This is an optimization exercise on Yosys and OpenROAD, whose aim is small area, not a production implementation.
In this exercise RTL edits were held to simulation tests only and were not proved equivalent to the original.
No activity file was given, so power comes from the tool's default toggle rates.

==> delta: inputs <==
==> flow/design.v (excerpt) <==
module rv_top (
    input  logic        clk,
    input  logic        reset,
    output logic        wb_cyc,
    output logic        wb_stb,
    output logic        wb_we,
    output logic [31:0] wb_adr,
    output logic [31:0] wb_dat_w,
    output logic [3:0]  wb_sel,
    input  logic [31:0] wb_dat_r,
    input  logic        wb_ack,
    output logic        halted
);
export LEC_CHECK = 0
export CAP_MARGIN = 20
export CORE_MARGIN = 2
export CORE_UTILIZATION = 40
export CTS_CLUSTER_DIAMETER = 100
export CTS_CLUSTER_SIZE = 24
export SLEW_MARGIN = 20
create_clock -name core_clock -period 14.0 [get_ports {clk}]
run.sh (not shown) runs the stock make flow with config.mk's settings and CLKGATE_MAP_FILE= SYNTH_SCRIPT=/design/flow/synth_recipe.tcl, a recipe that flattens the netlist after the stock synthesis.
==> harbor (differences from delta) <==
--- a/flow/design.v
+++ b/flow/design.v
@@ -110,21 +110,20 @@
     end
     wire cnt0  = (cnt == 4'd0);
     wire cnt15 = (cnt == 4'd15);
     wire in_fetch  = (state == S_FETCH);
     wire in_mem    = (state == S_MEM);
     wire fetch_ack = in_fetch & wb_ack;
     wire mem_ack   = in_mem & wb_ack;
-    wire r1   = (state == S_EX1);
+    wire r1   = (state == S_EX1) | (fetch_ack & cnt0);
     wire r2   = (state == S_EX2) | (mem_ack & cnt0);
     wire init = (state == S_INIT);
     logic [31:2] ir;
-    wire  [31:2] inst = ir;
-    always_ff @(posedge clk)
-        if (fetch_ack) ir <= wb_dat_r[31:2];
+    wire  [31:2] inst = fetch_ack ? wb_dat_r[31:2] : ir;
+    always_ff @(posedge clk) ir <= inst;
     wire [4:0] opc = inst[6:2];
     wire [2:0] f3  = inst[14:12];
     wire [4:0] rd  = inst[11:7];
     wire [4:0] rs1 = inst[19:15];
     wire [4:0] rs2 = inst[24:20];
     wire is_load   = ~opc[4] & ~opc[3] & ~opc[2];
     wire is_store  = ~opc[4] &  opc[3] & ~opc[2];
@@ -306,15 +305,15 @@
     end
     always_ff @(posedge clk or posedge reset) begin
         if (reset) begin
             state <= S_INIT;
         end else begin
             case (state)
                 S_INIT:  if (cnt15) state <= S_FETCH;
-                S_FETCH: if (wb_ack) state <= cnt15 ? S_EX1 : S_WAIT1;
+                S_FETCH: if (wb_ack) state <= cnt0 ? S_EX1 : S_WAIT1;
                 S_WAIT1: if (cnt15) state <= S_EX1;
                 S_EX1:   if (cnt15) state <= is_sys ? S_HALT :
                                              is_ldst ? S_MEM :
                                              (is_shift | is_slt | (is_branch & t_fin)) ? S_EX2 :
                                              S_FETCH;
                 S_MEM:   if (wb_ack) state <= cnt0 ? S_EX2 : S_WAIT2;
                 S_WAIT2: if (cnt15) state <= S_EX2;
==> flow/flow/run.sh (new file) <==
#!/bin/bash
# The standard layout (standard.sh), with three settings changed through the
# environment: clock tree synthesis without dummy loads, the smallest buffer
# on each port, and ORFS's power recovery (downsizing cells with slack).
export CTS_ARGS="-sink_clustering_enable -repair_clock_nets -dont_use_dummy_load -sink_clustering_size 24 -sink_clustering_max_diameter 100"
export BUFFER_PORTS_ARGS="-buffer_cell sky130_fd_sc_hd__buf_1"
export RECOVER_POWER=100
bash standard.sh > standard.log 2>&1
status=$?
cp standard.sh standard.sh.txt 2>/dev/null
exit $status
==> flow/standard.sh (new file) <==
#!/bin/bash
# synth_recipe.tcl (not shown) runs the flow's synth.tcl, then flattens the netlist and writes it again
# the make line also repeats each setting of config.mk as NAME=value (left out here)
make -C /OpenROAD-flow-scripts/flow DESIGN_CONFIG=/design/flow/config.mk WORK_HOME=/design/flow/orfs CLKGATE_MAP_FILE= SYNTH_SCRIPT=/design/flow/synth_recipe.tcl "${@:-finish}"
removed: flow/run.sh
==> qor summary <==
	delta	harbor
Sequential Area	23700 um2	23400 um2
Syn Std Cell Area	29100 um2	29700 um2
Length in cells of the worst reg-to-reg path	15	19
Worst path max stage delay	0.81 ns	2.01 ns
Pint	4370 uW	4000 uW
Chip height	274 um	277 um
Met1 wire length	27000 um	26500 um
Outcome	complete, no violations	failed layout checks
Layout check failures	-	capacitance limit, slew limit
Post-synthesis compound-gate area fraction	0.0559	0.0368
Length of routed met3 wiring	2750 um	2670 um
Buffer share of cell area	0.0353	0.0135
Fraction of power consumed by the clock network	0.285	0.316
Via count of the first global-routing pass	13500	14200
Clock buffer cells	65	54
Worst-Margin Slew	1.11 ns	2.85 ns
Plain + repair buffers	119	113
Register area share after synthesis	0.816	0.788
Xor and xnor area share after synthesis	0.00271	0.00354
Distinct cell type count of the synthesized netlist	81	88
Final critical-path required period	7.37 ns	10.53 ns
Area Overhead vs Synth	12.4%	8.67%
Number of multi-input combinational cells in the layout	734	726
Number of standard cells in the final layout excluding fillers	3032	3018
Share of the final layout cell area in multi-input gates	0.153	0.178

* * *

==> inputs of 06-14 <==
Another version of the RTL of rv_top (not shown whole).
Design rv_top, start of the top module:
module rv_top (
    input  logic        clk,
    input  logic        reset,
    output logic        wb_cyc,
    output logic        wb_stb,
    output logic        wb_we,
    output logic [31:0] wb_adr,
    output logic [31:0] wb_dat_w,
    output logic [3:0]  wb_sel,
    input  logic [31:0] wb_dat_r,
    input  logic        wb_ack,
    output logic        halted
);
    localparam logic [2:0] S_INIT  = 3'd0;   
    localparam logic [2:0] S_FETCH = 3'd1;   
    localparam logic [2:0] S_WAIT1 = 3'd2;   
    localparam logic [2:0] S_EX1   = 3'd3;   
    localparam logic [2:0] S_MEM   = 3'd4;   
    localparam logic [2:0] S_WAIT2 = 3'd5;   
    localparam logic [2:0] S_EX2   = 3'd6;   
    localparam logic [2:0] S_HALT  = 3'd7;
    logic [2:0]  state;
    logic [3:0]  cnt;
    always_ff @(posedge clk or posedge reset) begin
        if (reset) cnt <= 4'd0;
        else       cnt <= cnt + 4'd1;
    end
    wire cnt0  = (cnt == 4'd0);
    wire cnt15 = (cnt == 4'd15);
    wire in_fetch  = (state == S_FETCH);
    wire in_mem    = (state == S_MEM);
    wire fetch_ack = in_fetch & wb_ack;
    wire mem_ack   = in_mem & wb_ack;
    wire r1   = (state == S_EX1);
    wire r2   = (state == S_EX2) | (mem_ack & cnt0);
    wire init = (state == S_INIT);
    logic [31:2] ir;
    wire  [31:2] inst = ir;
    always_ff @(posedge clk)
  ...
Settings: LEC_CHECK=0, CAP_MARGIN=20, CORE_MARGIN=2, CORE_UTILIZATION=40, CTS_CLUSTER_DIAMETER=100, CTS_CLUSTER_SIZE=24, SLEW_MARGIN=20; clock period 14.0 ns.
standard.sh (not shown) runs the stock make flow with config.mk's settings and CLKGATE_MAP_FILE= SYNTH_SCRIPT=/design/flow/synth_recipe.tcl, a recipe that flattens the netlist after the stock synthesis.
==> flow/flow/run.sh <==
#!/bin/bash
# The standard layout (standard.sh) with two settings changed through the
# environment: clock tree synthesis without dummy loads, and the smallest
# buffer on each port. Each tool's output goes to the ORFS logs; make's output
# goes to standard.log here.
export CTS_ARGS="-sink_clustering_enable -repair_clock_nets -dont_use_dummy_load -sink_clustering_size 18 -sink_clustering_max_diameter 60 -buf_list sky130_fd_sc_hd__clkbuf_8"
export BUFFER_PORTS_ARGS="-buffer_cell sky130_fd_sc_hd__buf_1"
bash standard.sh > standard.log 2>&1
==> inputs of 07-11, as changes to 06-14 <==
--- a/flow/design.v
+++ b/flow/design.v
@@ -109,23 +109,22 @@
         else       cnt <= cnt + 4'd1;
     end
     wire cnt0  = (cnt == 4'd0);
     wire cnt15 = (cnt == 4'd15);
     wire in_fetch  = (state == S_FETCH);
     wire in_mem    = (state == S_MEM);
     wire fetch_ack = in_fetch & wb_ack;
     wire mem_ack   = in_mem & wb_ack;
-    wire r1   = (state == S_EX1);
+    wire r1   = (state == S_EX1) | (fetch_ack & cnt0);
     wire r2   = (state == S_EX2) | (mem_ack & cnt0);
     wire init = (state == S_INIT);
     logic [31:2] ir;
-    wire  [31:2] inst = ir;
-    always_ff @(posedge clk)
-        if (fetch_ack) ir <= wb_dat_r[31:2];
+    wire  [31:2] inst = fetch_ack ? wb_dat_r[31:2] : ir;
+    always_ff @(posedge clk) ir <= inst;
     wire [4:0] opc = inst[6:2];
     wire [2:0] f3  = inst[14:12];
     wire [4:0] rd  = inst[11:7];
     wire [4:0] rs1 = inst[19:15];
     wire [4:0] rs2 = inst[24:20];
     wire is_load   = ~opc[4] & ~opc[3] & ~opc[2];
     wire is_store  = ~opc[4] &  opc[3] & ~opc[2];
     wire is_ldst   = ~opc[4] & ~opc[2];
@@ -175,26 +174,26 @@
     wire id_lo = y_lo ^ ci;
     wire ci_m  = ci & (y_lo ^ r2b);
     wire id_hi = y_hi ^ ci_m;
     always_ff @(posedge clk)
         ci <= cnt0 | (ci_m & (y_hi ^ r2b) & ~cnt15);
     logic c;       
     logic t;       
     logic sgn;     
-    logic [4:0] sh;
+    logic [5:0] sh;
     logic [31:0] dbuf;
     wire pc_sel   = (r1 & (is_jal | is_auipc)) | r2b;
     wire zero_sel = is_lui | is_shift;
     wire use_rs2  = r1 & (is_op | is_branch);
     wire op1_lo = pc_sel ? pc_lo : (~zero_sel & rs1_lo);
     wire op1_hi = pc_sel ? pc_hi : (~zero_sel & rs1_hi);
     wire op2_lo = use_rs2 ? rs2_lo : (r2b ? id_lo : imm_lo);
     wire op2_hi = use_rs2 ? rs2_hi : (r2b ? id_hi : imm_hi);
-    wire sub = r1 & (is_branch | is_slt |
+    wire sub = r1 & (is_branch | is_slt | (is_shift & ~f3[2]) |
                      (is_op & (f3 == 3'b000) & inst[30]));
     wire sflip = r1 & cnt15 & ((is_branch & ~f3[1]) | (is_slt & ~f3[0]));
     wire a_lo = op1_lo;
     wire b_lo = op2_lo ^ sub;
     wire a_hi = op1_hi ^ sflip;
     wire b_hi = op2_hi ^ sub ^ sflip;
     wire cin  = cnt0 ? sub : c;
     wire sum_lo = a_lo ^ b_lo ^ cin;
@@ -214,71 +213,42 @@
     wire alu_hi = use_lg ? lg_hi : sum_hi;
     wire t_acc = (t & ~cnt0) | sum_lo | sum_hi;
     wire t_fin = (is_branch & ~f3[2]) ? (~t_acc ^ f3[0]) : (~cout ^ (is_branch & f3[0]));
     always_ff @(posedge clk) begin
         c <= cout;
         if (r1) t <= cnt15 ? t_fin : t_acc;
     end
     always_ff @(posedge clk) begin
-        if (r1 & (is_shift | is_ldst) & cnt0) sh[1:0] <= {sum_hi, sum_lo};
-        if (r1 & is_shift & (cnt == 4'd1))    sh[3:2] <= {sum_hi, sum_lo};
-        if (r1 & is_shift & (cnt == 4'd2))    sh[4]   <= sum_lo;
-    end
-    wire [1:0] lane = sh[1:0];
-    wire shift_odd = (r1 & cnt0) ? sum_lo : sh[0];
-    wire [4:0] sh_pair = {1'b0, sh[4:1]} + {4'd0, sh[0]};
-    wire fillv   = f3[2] & inst[30] & sgn;
-    logic go;
-    wire go_now  = go | (cnt == sh[4:1]);
-    always_ff @(posedge clk)
-        go <= r2 & go_now & ~cnt15;
-    wire ld_c0 = r2 & cnt0;                  
-    logic [3:0] tap_pair;
-    always_comb begin
-        if (is_load) tap_pair = ld_c0 ? {lane - 2'd1, 2'b11} : {lane, 2'b00};
-        else         tap_pair = sh_pair[3:0];
+        if (r1 & ((is_shift & ~cnt[3] & ~(cnt[2] | (cnt[1] & cnt[0]))) | (is_ldst & cnt0)))
+            sh <= {sum_hi, sum_lo, sh[5:2]};
     end
-    logic [1:0] tap;
+    wire [1:0] lane = sh[5:4];
+    wire ld_c0 = r2 & cnt0;                  
+    logic [4:0] tap_idx;
     always_comb begin
-        case (tap_pair)
-            4'd0:  tap = dbuf[1:0];
-            4'd1:  tap = dbuf[3:2];
-            4'd2:  tap = dbuf[5:4];
-            4'd3:  tap = dbuf[7:6];
-            4'd4:  tap = dbuf[9:8];
-            4'd5:  tap = dbuf[11:10];
-            4'd6:  tap = dbuf[13:12];
-            4'd7:  tap = dbuf[15:14];
-            4'd8:  tap = dbuf[17:16];
-            4'd9:  tap = dbuf[19:18];
-            4'd10: tap = dbuf[21:20];
-            4'd11: tap = dbuf[23:22];
-            4'd12: tap = dbuf[25:24];
-            4'd13: tap = dbuf[27:26];
-            4'd14: tap = dbuf[29:28];
-            default: tap = dbuf[31:30];
-        endcase
+        if (is_load) tap_idx = ld_c0 ? {lane - 2'd1, 3'b110} : {lane, 3'b000};
+        else         tap_idx = sh[4:0];
     end
-    wire right  = f3[2];
-    wire shr_lo = right ? (sh_pair[4] ? (cnt0 ? sgn : fillv) : tap[0]) : (go_now & dbuf[0]);
-    wire shr_hi = right ? (sh_pair[4] ? fillv : tap[1])                 : (go_now & dbuf[1]);
+    wire [63:0] dd = {dbuf, dbuf};
+    wire [1:0]  tap = dd[tap_idx +: 2];
+    wire [5:0] wrap_lo = {1'b0, cnt, 1'b0} + {1'b0, sh[4:0]};
+    wire [5:0] wrap_hi = {1'b0, cnt, 1'b1} + {1'b0, sh[4:0]};
+    wire fill_lo = f3[2] ? wrap_lo[5] : (~wrap_lo[5] & (|sh[4:0]));
+    wire fill_hi = f3[2] ? wrap_hi[5] : (~wrap_hi[5] & (|sh[4:0]));
+    wire fillv   = f3[2] & inst[30] & sgn;
+    wire shr_lo  = fill_lo ? fillv : tap[0];
+    wire shr_hi  = fill_hi ? fillv : tap[1];
     wire sb_rep = (f3[1:0] == 2'b00) & |cnt[3:2];
     wire sh_rep = (f3[1:0] == 2'b01) & cnt[3];
     wire st_lo = sb_rep ? dbuf[24] : sh_rep ? dbuf[16] : rs2_lo;
     wire st_hi = sb_rep ? dbuf[25] : sh_rep ? dbuf[17] : rs2_hi;
-    logic din_lo, din_hi;
-    always_comb begin
-        if (r2)            begin din_hi = fillv;  din_lo = (cnt0 & sh[0]) ? sgn : fillv; end
-        else if (is_store) begin din_hi = st_hi;  din_lo = st_lo; end
-        else if (shift_odd) begin din_hi = rs1_lo; din_lo = ~cnt0 & sgn; end
-        else               begin din_hi = rs1_hi; din_lo = rs1_lo; end
-    end
-    wire dbuf_sh = (r1 & (is_store | is_shift)) |
-                   (r2 & ((is_shift & (right | go_now)) | (is_load & ~cnt0)));
+    wire din_lo = r2 ? dbuf[0] : (is_store ? st_lo : rs1_lo);
+    wire din_hi = r2 ? dbuf[1] : (is_store ? st_hi : rs1_hi);
+    wire dbuf_sh = (r1 & (is_store | is_shift)) | (r2 & (is_shift | (is_load & ~cnt0)));
     always_ff @(posedge clk) begin
         if (mem_ack)
             dbuf <= {wb_dat_r[1:0], wb_dat_r[31:2]};
         else if (dbuf_sh)
             dbuf <= {din_hi, din_lo, dbuf[31:2]};
     end
     logic [1:0] lane_w;
     always_comb begin
@@ -291,17 +261,17 @@
     end
     wire [1:0] ld_raw = mem_ack ? lane_w : tap;
     wire ld_ext = (f3[1:0] == 2'b00) ? |cnt[3:2] : (f3[1:0] == 2'b01) ? cnt[3] : 1'b0;
     wire ld_lo  = ld_ext ? (~f3[2] & sgn) : ld_raw[0];
     wire ld_hi  = ld_ext ? (~f3[2] & sgn) : ld_raw[1];
     always_ff @(posedge clk) begin
         if (r2 & is_load & (cnt == {1'b0, f3[0], 2'b11}))
             sgn <= ld_raw[1];
-        else if (r1 & is_shift)
+        else if (r1 & is_shift & cnt15)
             sgn <= rs1_hi;
     end
     wire wr1 = (is_alu & ~is_shift & ~is_slt) | is_upper | is_jump;
     wire wr2 = is_load | is_shift | is_slt;
     wire wen = (r1 & wr1) | (r2 & wr2);
     logic w_lo, w_hi;
     always_comb begin
         if (r2) begin
@@ -334,17 +304,17 @@
             adr <= {adr_ld ? sum_hi : npc_hi, adr_ld ? sum_lo : npc_lo, adr[31:4]};
     end
     always_ff @(posedge clk or posedge reset) begin
         if (reset) begin
             state <= S_INIT;
         end else begin
             case (state)
                 S_INIT:  if (cnt15) state <= S_FETCH;
-                S_FETCH: if (wb_ack) state <= cnt15 ? S_EX1 : S_WAIT1;
+                S_FETCH: if (wb_ack) state <= cnt0 ? S_EX1 : S_WAIT1;
                 S_WAIT1: if (cnt15) state <= S_EX1;
                 S_EX1:   if (cnt15) state <= is_sys ? S_HALT :
                                              is_ldst ? S_MEM :
                                              (is_shift | is_slt | (is_branch & t_fin)) ? S_EX2 :
                                              S_FETCH;
                 S_MEM:   if (wb_ack) state <= cnt0 ? S_EX2 : S_WAIT2;
                 S_WAIT2: if (cnt15) state <= S_EX2;
                 S_EX2:   if (cnt15) state <= S_FETCH;
==> flow/run.sh (new file) <==
#!/bin/bash
# synth_recipe.tcl (not shown) runs the flow's synth.tcl, then flattens the netlist and writes it again
# the make line also repeats each setting of config.mk as NAME=value (left out here)
make -C /OpenROAD-flow-scripts/flow DESIGN_CONFIG=/design/flow/config.mk WORK_HOME=/design/flow/orfs CLKGATE_MAP_FILE= SYNTH_SCRIPT=/design/flow/synth_recipe.tcl finish
CTS_BUF_LIST = sky130_fd_sc_hd__clkbuf_4   (was unset)
CTS_CLUSTER_DIAMETER = unset   (was 100)
CTS_CLUSTER_SIZE = unset   (was 24)
removed: flow/flow/run.sh
removed: flow/standard.sh
==> inputs of 08-08, as changes to 06-14 <==
CORE_UTILIZATION = 55   (was 40)
==> notes <==
The lowest setup slack belongs to 07-11, the highest to 08-08.
06-14 finished with timing, DRC and antenna clean. 08-08 ran to the end with no violations. 07-11 completed with no timing, DRC or antenna violations.
Against 06-14, the utilization of 07-11 is higher by 4.3 points.
Clock skew, highest first: 08-08, 06-14, 07-11.
Of 08-08 and 07-11, 07-11 has the higher synthesized area (gap 3.2%, measured against 07-11).
Between 07-11 and 08-08, the lower sequential share of layout area is in 07-11 (gap 10 points).

## what the ideal ports hide
How much do the figures lean on ideal ports? The routed layouts below were timed once more, with nothing changed but the port constraints.
Step 1, drivers: a clkbuf_16 drives clk and a buf_2 each remaining input, both assumed.
Step 2 adds t to the input delays and takes it off the output delays; t is the mean of the earliest and latest rising clock arrival at the registers after step 1. Input paths then give back, and output paths get back, about the clock's delay inside the block.
Slacks: no drivers / after step 1 / after step 2; pairs: no drivers / after step 1.
run	t (ns)	setup WS [ns]	worst setup path after step 2	worst register clock-pin slew, ns
delta	0.703	6.633 / 6.666 / 5.964	input to register	0.10 / 0.10
harbor	0.671	3.470 / 3.502 / 2.831	input to register	0.10 / 0.10
06-14	0.715	7.445 / 7.476 / 6.761	input to register	0.11 / 0.11
07-11	1.025	5.873 / 5.892 / 4.867	input to register	0.07 / 0.07
08-08	0.689	7.550 / 7.582 / 6.893	input to register	0.11 / 0.11
For 07-11, which loses most, drivers alone change the setup slack by +0.019 ns; drivers and shift together by -1.006 ns.
